Source: an optimization exercise on an open RTL-to-GDS flow (aim: small area, a short achievable clock period and few clock cycles per item). Production flows keep margins and buffers that such runs may drop. Where RTL was checked, it was by simulation tests only, not by an equivalence proof against the original. No activity file was given, so power comes from the tool's default toggle rates.

Setup of branch cedar:
==> flow/design.v (excerpt) <==
module sensor_min_max_block_average (
   input  logic                                clock,
   input  logic                                reset,
   input  logic                                req_valid,
   output logic                                req_ready,
   input  logic [smmba_pkg::SLOT_W-1:0]        req_sample_slot,
   input  logic [smmba_pkg::GAS_W-1:0]         req_gas_ppm,
   input  logic signed [smmba_pkg::TEMP_W-1:0] req_temperature,
   input  logic [smmba_pkg::HUMIN_W-1:0]       req_humidity,
   output logic                                rsp_valid,
   input  logic                                rsp_ready,
   output logic [smmba_pkg::GAS_W-1:0]         rsp_gas_max,
   output logic [smmba_pkg::GAS_W-1:0]         rsp_gas_min,
   output logic signed [smmba_pkg::TEMP_W-1:0] rsp_temp_max,
   output logic signed [smmba_pkg::TEMP_W-1:0] rsp_temp_min,
   output logic [smmba_pkg::HUMID_W-1:0]       rsp_humid_max,
   output logic [smmba_pkg::HUMID_W-1:0]       rsp_humid_min,
   output logic                                rsp_average_valid,
   output logic [smmba_pkg::BYTE_W-1:0]        rsp_average_value,
   output logic [smmba_pkg::POS_W-1:0]         rsp_history_position
);
Size: roughly 20000 sq um of cells after synthesis.
Settings: LEC_CHECK=0, CAP_MARGIN=20, CORE_MARGIN=2, CORE_UTILIZATION=40, SETUP_SLACK_MARGIN=4.5, SLEW_MARGIN=20; clock period 7.0 ns.
standard.sh (not shown) runs the stock make flow with config.mk's settings and CLKGATE_MAP_FILE= SYNTH_SCRIPT=/design/flow/synth_recipe.tcl, a recipe that flattens the netlist after the stock synthesis.
==> flow/flow/run.sh <==
#!/bin/bash
# The standard layout (standard.sh, unchanged synthesis and steps), with
# the port buffers inserted as the smallest buffer cell; repair upsizes the
# ones on critical paths. Each tool's output goes to standard.log.
set -o pipefail
export BUFFER_PORTS_ARGS="-buffer_cell sky130_fd_sc_hd__buf_1"
bash standard.sh > standard.log 2>&1
Testbench counts of branch cedar, summed over its fixed seeds: cycles 16,400, items 16,384.
#### Input delta (branch ember over branch cedar)
--- a/flow/design.v
+++ b/flow/design.v
@@ -213,16 +213,17 @@
    logic signed [TEMP_W-1:0]   max_temp, min_temp;
    logic [HUMID_W-1:0]         max_humid, min_humid;
    logic [KEY_W-1:0]           max_key, min_key;
    logic [BYTE_W-1:0]          recent [smmba_pkg::RECENT_DEPTH];
    logic [ACC_W-1:0]           rest_add;
    logic [BYTE_W-1:0]          rest_sub;
    logic                       avg_valid;
    logic [BYTE_W-1:0]          avg_value;
+   logic [POS_W-1:0]           history;
    logic [POS_W-1:0]           position;
    logic                       take;
    logic [SLOT_W-1:0]          w_slot;
    logic [GAS_W-1:0]           w_gas;
    logic signed [TEMP_W-1:0]   w_temp;
    logic [KEY_W-1:0]           w_key;
    logic [5:0]                 in_key_hi;
    logic                       slot_zero;
@@ -281,33 +282,35 @@
          max_temp  <= '0;
          min_temp  <= smmba_pkg::TEMP_MIN_RESET;
          max_humid <= '0;
          min_humid <= smmba_pkg::HUMID_MIN_RESET;
          max_key   <= '0;
          min_key   <= KEY_MIN_RESET;
          avg_valid <= 1'b0;
          avg_value <= '0;
-         position  <= '1;
+         position  <= '0;
+         history   <= '0;
       end else if (take) begin
          if (w_gas > max_gas)                  max_gas   <= w_gas;
          if (w_gas < min_gas)                  min_gas   <= w_gas;
          if (w_temp > max_temp)                max_temp  <= w_temp;
          if (w_temp < min_temp)                min_temp  <= w_temp;
          if (w_key > max_key) begin
             max_key   <= w_key;
             max_humid <= humid_pct;
          end
          if (w_key < min_key) begin
             min_key   <= w_key;
             min_humid <= humid_pct;
          end
          avg_valid <= slot_zero;
          avg_value <= slot_zero ? block_sum[ACC_W-1:SLOT_W] : '0;
-         if (slot_zero) position <= position + 1'b1;
+         position  <= slot_zero ? history : '0;
+         if (slot_zero) history <= history + 1'b1;
       end
    end
    always_ff @(posedge clock) begin
       if (reset) begin
          rest_add <= '0;
          rest_sub <= '0;
       end else if (take && !slot_zero) begin
          rest_add <= block_sum;
@@ -326,10 +329,10 @@
    assign rsp_gas_max          = max_gas;
    assign rsp_gas_min          = min_gas;
    assign rsp_temp_max         = max_temp;
    assign rsp_temp_min         = min_temp;
    assign rsp_humid_max        = max_humid;
    assign rsp_humid_min        = min_humid;
    assign rsp_average_valid    = avg_valid;
    assign rsp_average_value    = avg_value;
-   assign rsp_history_position = avg_valid ? position : '0;
+   assign rsp_history_position = position;
 endmodule
==> summary.txt <==
branch ember has completed all stages; timing, DRC and antenna checks passed.
branch ember vs branch cedar — count of inverters not on the clock network in the layout dropped 3.
The mux cell area share after synthesis reported for branch ember is smaller than that of branch cedar by 0.28 points.
branch ember ended up with a lower maximum number of pins on one net before global-route repair than branch cedar did.
Diff branch cedar -> branch ember | area of the multi-input gates | down slightly
branch ember vs branch cedar — aggregate global-route resource usage rose 0.46 points.
Between branch ember and branch cedar, it is branch ember whose clock-buffer cell count is higher, by 3.2%.
Summary of branch ember over branch cedar: final critical delay including setup and external delays increased by 76 ps relative to the old numbers; clock latency at the later pin of the worst-skew pair closely matched the old numbers; via count increased by 327 relative to the old numbers; multi-input gate share of the layout cell area decreased by 1.2 points relative to the old numbers; data arrival time at the worst-slack endpoint increased by 60 ps relative to the old numbers.
Summary of branch ember over branch cedar: total power after layout +4.3%, die span in y moved up.
Testbench counts of branch ember, summed over its fixed seeds: cycles 16,400, items 16,384.

========
== v6 ==
The RTL this note starts from:
==> flow/design.v <==
package smmba_pkg;
   localparam int GAS_W        = 16;
   localparam int TEMP_W       = 12;
   localparam int HUMIN_W      = 10;
   localparam int HUMID_W      = 7;
   localparam int SLOT_W       = 5;
   localparam int BYTE_W       = 8;
   localparam int POS_W        = 9;
   localparam int ACC_W        = 13;
   localparam int RECENT_DEPTH = 32;
   localparam logic [GAS_W-1:0]         GAS_MIN_RESET   = 16'd5000;
   localparam logic signed [TEMP_W-1:0] TEMP_MIN_RESET  = 12'sd1000;
   localparam logic [HUMID_W-1:0]       HUMID_MIN_RESET = 7'd100;
   localparam logic [7:0] HUMID_RECIP  = 8'd205;
   localparam int         HUMID_SHIFT  = 11;
   localparam int         HUMID_PROD_W = HUMIN_W + 8;
endpackage
module sensor_min_max_block_average (
   input  logic                                clock,
   input  logic                                reset,
   input  logic                                req_valid,
   output logic                                req_ready,
   input  logic [smmba_pkg::SLOT_W-1:0]        req_sample_slot,
   input  logic [smmba_pkg::GAS_W-1:0]         req_gas_ppm,
   input  logic signed [smmba_pkg::TEMP_W-1:0] req_temperature,
   input  logic [smmba_pkg::HUMIN_W-1:0]       req_humidity,
   output logic                                rsp_valid,
   input  logic                                rsp_ready,
   output logic [smmba_pkg::GAS_W-1:0]         rsp_gas_max,
   output logic [smmba_pkg::GAS_W-1:0]         rsp_gas_min,
   output logic signed [smmba_pkg::TEMP_W-1:0] rsp_temp_max,
   output logic signed [smmba_pkg::TEMP_W-1:0] rsp_temp_min,
   output logic [smmba_pkg::HUMID_W-1:0]       rsp_humid_max,
   output logic [smmba_pkg::HUMID_W-1:0]       rsp_humid_min,
   output logic                                rsp_average_valid,
   output logic [smmba_pkg::BYTE_W-1:0]        rsp_average_value,
   output logic [smmba_pkg::POS_W-1:0]         rsp_history_position
);
   localparam int SLOT_W = smmba_pkg::SLOT_W;
   localparam int BYTE_W = smmba_pkg::BYTE_W;
   localparam int ACC_W  = smmba_pkg::ACC_W;
   function automatic logic [5:0] div5_hi(input logic [4:0] g);
      begin
         case (g)
         5'd0: div5_hi = 6'd0;
         5'd1: div5_hi = 6'd1;
         5'd2: div5_hi = 6'd2;
         5'd3: div5_hi = 6'd3;
         5'd4: div5_hi = 6'd4;
         5'd5: div5_hi = 6'd8;
         5'd6: div5_hi = 6'd9;
         5'd7: div5_hi = 6'd10;
         5'd8: div5_hi = 6'd11;
         5'd9: div5_hi = 6'd12;
         5'd10: div5_hi = 6'd16;
         5'd11: div5_hi = 6'd17;
         5'd12: div5_hi = 6'd18;
         5'd13: div5_hi = 6'd19;
         5'd14: div5_hi = 6'd20;
         5'd15: div5_hi = 6'd24;
         5'd16: div5_hi = 6'd25;
         5'd17: div5_hi = 6'd26;
         5'd18: div5_hi = 6'd27;
         5'd19: div5_hi = 6'd28;
         5'd20: div5_hi = 6'd32;
         5'd21: div5_hi = 6'd33;
         5'd22: div5_hi = 6'd34;
         5'd23: div5_hi = 6'd35;
         5'd24: div5_hi = 6'd36;
         5'd25: div5_hi = 6'd40;
         5'd26: div5_hi = 6'd41;
         5'd27: div5_hi = 6'd42;
         5'd28: div5_hi = 6'd43;
         5'd29: div5_hi = 6'd44;
         5'd30: div5_hi = 6'd48;
         5'd31: div5_hi = 6'd49;
         default: div5_hi = 6'bxxxxxx;
         endcase
      end
   endfunction
   function automatic logic [3:0] div5_lo(input logic [2:0] r, input logic [3:0] g);
      begin
         case ({r, g})
         7'd0: div5_lo = 4'd0;
         7'd1: div5_lo = 4'd0;
         7'd2: div5_lo = 4'd0;
         7'd3: div5_lo = 4'd0;
         7'd4: div5_lo = 4'd0;
         7'd5: div5_lo = 4'd1;
         7'd6: div5_lo = 4'd1;
         7'd7: div5_lo = 4'd1;
         7'd8: div5_lo = 4'd1;
         7'd9: div5_lo = 4'd1;
         7'd10: div5_lo = 4'd2;
         7'd11: div5_lo = 4'd2;
         7'd12: div5_lo = 4'd2;
         7'd13: div5_lo = 4'd2;
         7'd14: div5_lo = 4'd2;
         7'd15: div5_lo = 4'd3;
         7'd16: div5_lo = 4'd3;
         7'd17: div5_lo = 4'd3;
         7'd18: div5_lo = 4'd3;
         7'd19: div5_lo = 4'd3;
         7'd20: div5_lo = 4'd4;
         7'd21: div5_lo = 4'd4;
         7'd22: div5_lo = 4'd4;
         7'd23: div5_lo = 4'd4;
         7'd24: div5_lo = 4'd4;
         7'd25: div5_lo = 4'd5;
         7'd26: div5_lo = 4'd5;
         7'd27: div5_lo = 4'd5;
         7'd28: div5_lo = 4'd5;
         7'd29: div5_lo = 4'd5;
         7'd30: div5_lo = 4'd6;
         7'd31: div5_lo = 4'd6;
         7'd32: div5_lo = 4'd6;
         7'd33: div5_lo = 4'd6;
         7'd34: div5_lo = 4'd6;
         7'd35: div5_lo = 4'd7;
         7'd36: div5_lo = 4'd7;
         7'd37: div5_lo = 4'd7;
         7'd38: div5_lo = 4'd7;
         7'd39: div5_lo = 4'd7;
         7'd40: div5_lo = 4'd8;
         7'd41: div5_lo = 4'd8;
         7'd42: div5_lo = 4'd8;
         7'd43: div5_lo = 4'd8;
         7'd44: div5_lo = 4'd8;
         7'd45: div5_lo = 4'd9;
         7'd46: div5_lo = 4'd9;
         7'd47: div5_lo = 4'd9;
         7'd48: div5_lo = 4'd9;
         7'd49: div5_lo = 4'd9;
         7'd50: div5_lo = 4'd10;
         7'd51: div5_lo = 4'd10;
         7'd52: div5_lo = 4'd10;
         7'd53: div5_lo = 4'd10;
         7'd54: div5_lo = 4'd10;
         7'd55: div5_lo = 4'd11;
         7'd56: div5_lo = 4'd11;
         7'd57: div5_lo = 4'd11;
         7'd58: div5_lo = 4'd11;
         7'd59: div5_lo = 4'd11;
         7'd60: div5_lo = 4'd12;
         7'd61: div5_lo = 4'd12;
         7'd62: div5_lo = 4'd12;
         7'd63: div5_lo = 4'd12;
         7'd64: div5_lo = 4'd12;
         7'd65: div5_lo = 4'd13;
         7'd66: div5_lo = 4'd13;
         7'd67: div5_lo = 4'd13;
         7'd68: div5_lo = 4'd13;
         7'd69: div5_lo = 4'd13;
         7'd70: div5_lo = 4'd14;
         7'd71: div5_lo = 4'd14;
         7'd72: div5_lo = 4'd14;
         7'd73: div5_lo = 4'd14;
         7'd74: div5_lo = 4'd14;
         7'd75: div5_lo = 4'd15;
         7'd76: div5_lo = 4'd15;
         7'd77: div5_lo = 4'd15;
         7'd78: div5_lo = 4'd15;
         7'd79: div5_lo = 4'd15;
         default: div5_lo = 4'bxxxx;
         endcase
      end
   endfunction
   function automatic logic [2*smmba_pkg::ACC_W-1:0] csa(input logic [smmba_pkg::ACC_W-1:0] a,
                                                          input logic [smmba_pkg::ACC_W-1:0] b,
                                                          input logic [smmba_pkg::ACC_W-1:0] c,
                                                          input logic                       cin);
      logic [smmba_pkg::ACC_W-1:0] sm;
      logic [smmba_pkg::ACC_W-1:0] cy;
      begin
         sm  = a ^ b ^ c;
         cy  = (a & b) | (a & c) | (b & c);
         csa = {sm, cy[smmba_pkg::ACC_W-2:0], cin};
      end
   endfunction
   function automatic logic [smmba_pkg::ACC_W-1:0] ks_add(input logic [smmba_pkg::ACC_W-1:0] a,
                                                          input logic [smmba_pkg::ACC_W-1:0] b);
      logic [smmba_pkg::ACC_W-1:0] g;
      logic [smmba_pkg::ACC_W-1:0] p;
      logic [smmba_pkg::ACC_W-1:0] gn;
      logic [smmba_pkg::ACC_W-1:0] pn;
      begin
         g = a & b;
         p = a ^ b;
         for (int d = 1; d < smmba_pkg::ACC_W; d = d * 2) begin
            gn = g;
            pn = p;
            for (int i = d; i < smmba_pkg::ACC_W; i++) begin
               gn[i] = g[i] | (p[i] & g[i-d]);
               pn[i] = p[i] & p[i-d];
            end
            g = gn;
            p = pn;
         end
         ks_add = (a ^ b) ^ {g[smmba_pkg::ACC_W-2:0], 1'b0};
      end
   endfunction
   logic                                 out_valid;
   logic [smmba_pkg::GAS_W-1:0]          max_gas, min_gas;
   logic signed [smmba_pkg::TEMP_W-1:0]  max_temp, min_temp;
   logic [smmba_pkg::HUMID_W-1:0]        max_humid, min_humid;
   logic [BYTE_W-1:0]                    recent [smmba_pkg::RECENT_DEPTH];
   logic [ACC_W-1:0]                     rest_sum;
   logic [BYTE_W-1:0]                    pend_new, pend_old;
   logic                                 pend_valid;
   logic [BYTE_W-1:0]                    avg_value;
   logic                                 avg_valid;
   logic [smmba_pkg::POS_W-1:0]          position;
   logic                                 take;
   logic                                 slot_zero;
   logic [5:0]                           pct_hi;
   logic [3:0]                           pct_lo;
   logic [smmba_pkg::HUMID_W-1:0]        humid_pct;
   logic [BYTE_W-1:0]                    new_byte;
   logic [BYTE_W-1:0]                    old_byte;
   logic [BYTE_W-1:0]                    wr_byte;
   logic [ACC_W-1:0]                     rest_sum_in;
   logic [ACC_W-1:0]                     block_sum;
   logic [ACC_W-1:0]                     pend_add;
   logic [ACC_W-1:0]                     pend_sub;
   logic [2*ACC_W-1:0]                   rest_cs;
   logic [2*ACC_W-1:0]                   block_cs;
   logic [smmba_pkg::HUMIN_W:0]          humid_above;
   logic [smmba_pkg::HUMIN_W:0]          humid_below;
   assign req_ready = !out_valid || rsp_ready;
   assign take      = req_valid && req_ready;
   assign pct_hi    = div5_hi(req_humidity[9:5]);
   assign pct_lo    = div5_lo(pct_hi[2:0], req_humidity[4:1]);
   assign humid_pct = {pct_hi[5:3], pct_lo};
   assign slot_zero = (req_sample_slot == '0);
   assign new_byte  = req_gas_ppm[BYTE_W+SLOT_W-1:SLOT_W];
   assign old_byte  = recent[req_sample_slot];
   assign humid_above = {max_humid, 3'b000} + {2'b00, max_humid, 1'b0} + 11'd10;
   assign humid_below = {min_humid, 3'b000} + {2'b00, min_humid, 1'b0};
   assign pend_add    = ACC_W'(pend_new & {BYTE_W{pend_valid}});
   assign pend_sub    = ~(ACC_W'(pend_old & {BYTE_W{pend_valid}}));
   assign rest_cs     = csa(rest_sum, pend_add, pend_sub, 1'b1);
   assign block_cs    = csa(rest_cs[2*ACC_W-1:ACC_W], rest_cs[ACC_W-1:0], ACC_W'(new_byte), 1'b0);
   assign rest_sum_in = ks_add(rest_cs[2*ACC_W-1:ACC_W], rest_cs[ACC_W-1:0]);
   assign block_sum   = ks_add(block_cs[2*ACC_W-1:ACC_W], block_cs[ACC_W-1:0]);
   always_ff @(posedge clock) begin
      if (reset) begin
         out_valid <= 1'b0;
      end else if (take) begin
         out_valid <= 1'b1;
      end else if (rsp_ready) begin
         out_valid <= 1'b0;
      end
   end
   always_ff @(posedge clock) begin
      if (reset) begin
         max_gas   <= '0;
         min_gas   <= smmba_pkg::GAS_MIN_RESET;
         max_temp  <= '0;
         min_temp  <= smmba_pkg::TEMP_MIN_RESET;
         max_humid <= '0;
         min_humid <= smmba_pkg::HUMID_MIN_RESET;
         avg_valid <= 1'b0;
         avg_value <= '0;
         position  <= '1;
      end else if (take) begin
         if (req_gas_ppm > max_gas)       max_gas   <= req_gas_ppm;
         if (req_gas_ppm < min_gas)       min_gas   <= req_gas_ppm;
         if (req_temperature > max_temp)  max_temp  <= req_temperature;
         if (req_temperature < min_temp)  min_temp  <= req_temperature;
         if (11'(req_humidity) >= humid_above) max_humid <= humid_pct;
         if (11'(req_humidity) < humid_below)  min_humid <= humid_pct;
         avg_valid <= slot_zero;
         avg_value <= slot_zero ? block_sum[ACC_W-1:SLOT_W] : '0;
         if (slot_zero) position <= position + 1'b1;
      end
   end
   always_ff @(posedge clock) begin
      if (reset) begin
         rest_sum   <= '0;
         pend_valid <= 1'b0;
      end else begin
         rest_sum   <= rest_sum_in;
         pend_valid <= take && !slot_zero;
      end
   end
   always_ff @(posedge clock) begin
      pend_new <= new_byte;
      pend_old <= old_byte;
   end
   assign wr_byte = new_byte & {BYTE_W{!reset}};
   always_ff @(posedge clock) begin
      for (int i = 0; i < smmba_pkg::RECENT_DEPTH; i++) begin
         if (reset || (take && req_sample_slot == SLOT_W'(i))) begin
            recent[i] <= wr_byte;
         end
      end
   end
   assign rsp_valid            = out_valid;
   assign rsp_gas_max          = max_gas;
   assign rsp_gas_min          = min_gas;
   assign rsp_temp_max         = max_temp;
   assign rsp_temp_min         = min_temp;
   assign rsp_humid_max        = max_humid;
   assign rsp_humid_min        = min_humid;
   assign rsp_average_valid    = avg_valid;
   assign rsp_average_value    = avg_value;
   assign rsp_history_position = avg_valid ? position : '0;
endmodule
==> flow/config.mk <==
export PLATFORM = sky130hd
export DESIGN_NAME = sensor_min_max_block_average
export DESIGN_NICKNAME = sensor_min_max_block_average
export VERILOG_FILES = /design/flow/design.v
export SDC_FILE = /design/flow/constraint.sdc
export NUM_CORES = 4
export LEC_CHECK = 0
export CAP_MARGIN = 20
export CORE_MARGIN = 2
export CORE_UTILIZATION = 40
export SETUP_SLACK_MARGIN = 4.0
export SLEW_MARGIN = 20
==> flow/constraint.sdc <==
create_clock -name core_clock -period 7.0 [get_ports {clock}]
set_input_delay 1.4000 -clock core_clock [delete_from_list [all_inputs] [get_ports {clock}]]
set_output_delay 1.4000 -clock core_clock [all_outputs]
set_load 0.01 [all_outputs]
run.sh (not shown) runs the stock make flow with config.mk's settings and CLKGATE_MAP_FILE= SYNTH_SCRIPT=/design/flow/synth_recipe.tcl, a recipe that flattens the netlist after the stock synthesis.
Stock flow here: none of the scripts above is used.
Setup changes, v6 to v7
--- a/flow/design.v
+++ b/flow/design.v
@@ -215,11 +215,10 @@
    logic [5:0]                           pct_hi;
    logic [3:0]                           pct_lo;
    logic [smmba_pkg::HUMID_W-1:0]        humid_pct;
    logic [BYTE_W-1:0]                    new_byte;
    logic [BYTE_W-1:0]                    old_byte;
-   logic [BYTE_W-1:0]                    wr_byte;
    logic [ACC_W-1:0]                     rest_sum_in;
    logic [ACC_W-1:0]                     block_sum;
    logic [ACC_W-1:0]                     pend_add;
    logic [ACC_W-1:0]                     pend_sub;
    logic [2*ACC_W-1:0]                   rest_cs;
@@ -285,15 +284,16 @@
    end
    always_ff @(posedge clock) begin
       pend_new <= new_byte;
       pend_old <= old_byte;
    end
-   assign wr_byte = new_byte & {BYTE_W{!reset}};
    always_ff @(posedge clock) begin
       for (int i = 0; i < smmba_pkg::RECENT_DEPTH; i++) begin
-         if (reset || (take && req_sample_slot == SLOT_W'(i))) begin
-            recent[i] <= wr_byte;
+         if (reset) begin
+            recent[i] <= '0;
+         end else if (take && req_sample_slot == SLOT_W'(i)) begin
+            recent[i] <= new_byte;
          end
       end
    end
    assign rsp_valid            = out_valid;
    assign rsp_gas_max          = max_gas;
==> comparison <==
Per the comparison of v7 with v6, data required time at the worst endpoint now sits lower, number of routed nets with antenna violations now sits at about the same level, total non-filler cell area in the finished layout now sits higher, final period demand of the worst path now sits lower, share of total power in combinational logic now sits lower.
Floorplan check, v7 vs v6: die outline larger in v7
v7 ends up with a highest clock frequency the design can meet that is about 2.3% higher than in v6.
v7 — initial antenna violation count 2 higher, v6 as reference
Count of buffers not belonging to the clock network in the layout: v7 and v6 compared, lower one is v6
Of the two candidates, v6 has the worse setup slack and v7 the better one.
Looking only at share of the clock period used by the worst path after layout, and setting everything else aside, the higher value of v7 and v6 goes to v6.
Testbench counts of v7, summed over its fixed seeds: cycles 16,392, items 16,384.
Function not checked in v6: the RTL went through the layout flow alone.

-- separate check: timing with driven ports --
In the flow no input, the clock included, has a driving cell. The finished layouts below were timed again as built, in two steps.
Step 1 (the two cells are an assumption about what drives the block):
set clk [get_ports {clock}]
set_driving_cell -lib_cell sky130_fd_sc_hd__clkbuf_16 $clk
set_driving_cell -lib_cell sky130_fd_sc_hd__buf_2 [delete_from_list [all_inputs] $clk]
Step 2 also shifts input and output timing later by t, the mid clock arrival at the registers, as if the neighbouring blocks saw the same clock.
Three values: ideal ports, drivers, drivers and shift; two values: the first two.
run | t, ns | slack for setup (ns) | worst setup path after step 2 | clock arrival spread, ns | worst data-port slew with drivers (ns)
branch cedar | 0.658 | 4.198 / 4.198 / 3.944 | input to register | 0.056 / 0.056 | 0.09
branch ember | 0.651 | 4.122 / 4.122 / 3.804 | input to register | 0.051 / 0.052 | 0.07
v6 | 0.631 | 3.790 / 3.788 / 3.156 | input to register | 0.020 / 0.021 | 0.08
v7 | 0.637 | 3.862 / 3.831 / 3.301 | input to register | 0.028 / 0.027 | 0.09
After both steps setup and hold are still met in every run listed. For v6, which loses most, drivers alone change the setup slack by -0.002 ns; drivers and shift together by -0.634 ns.
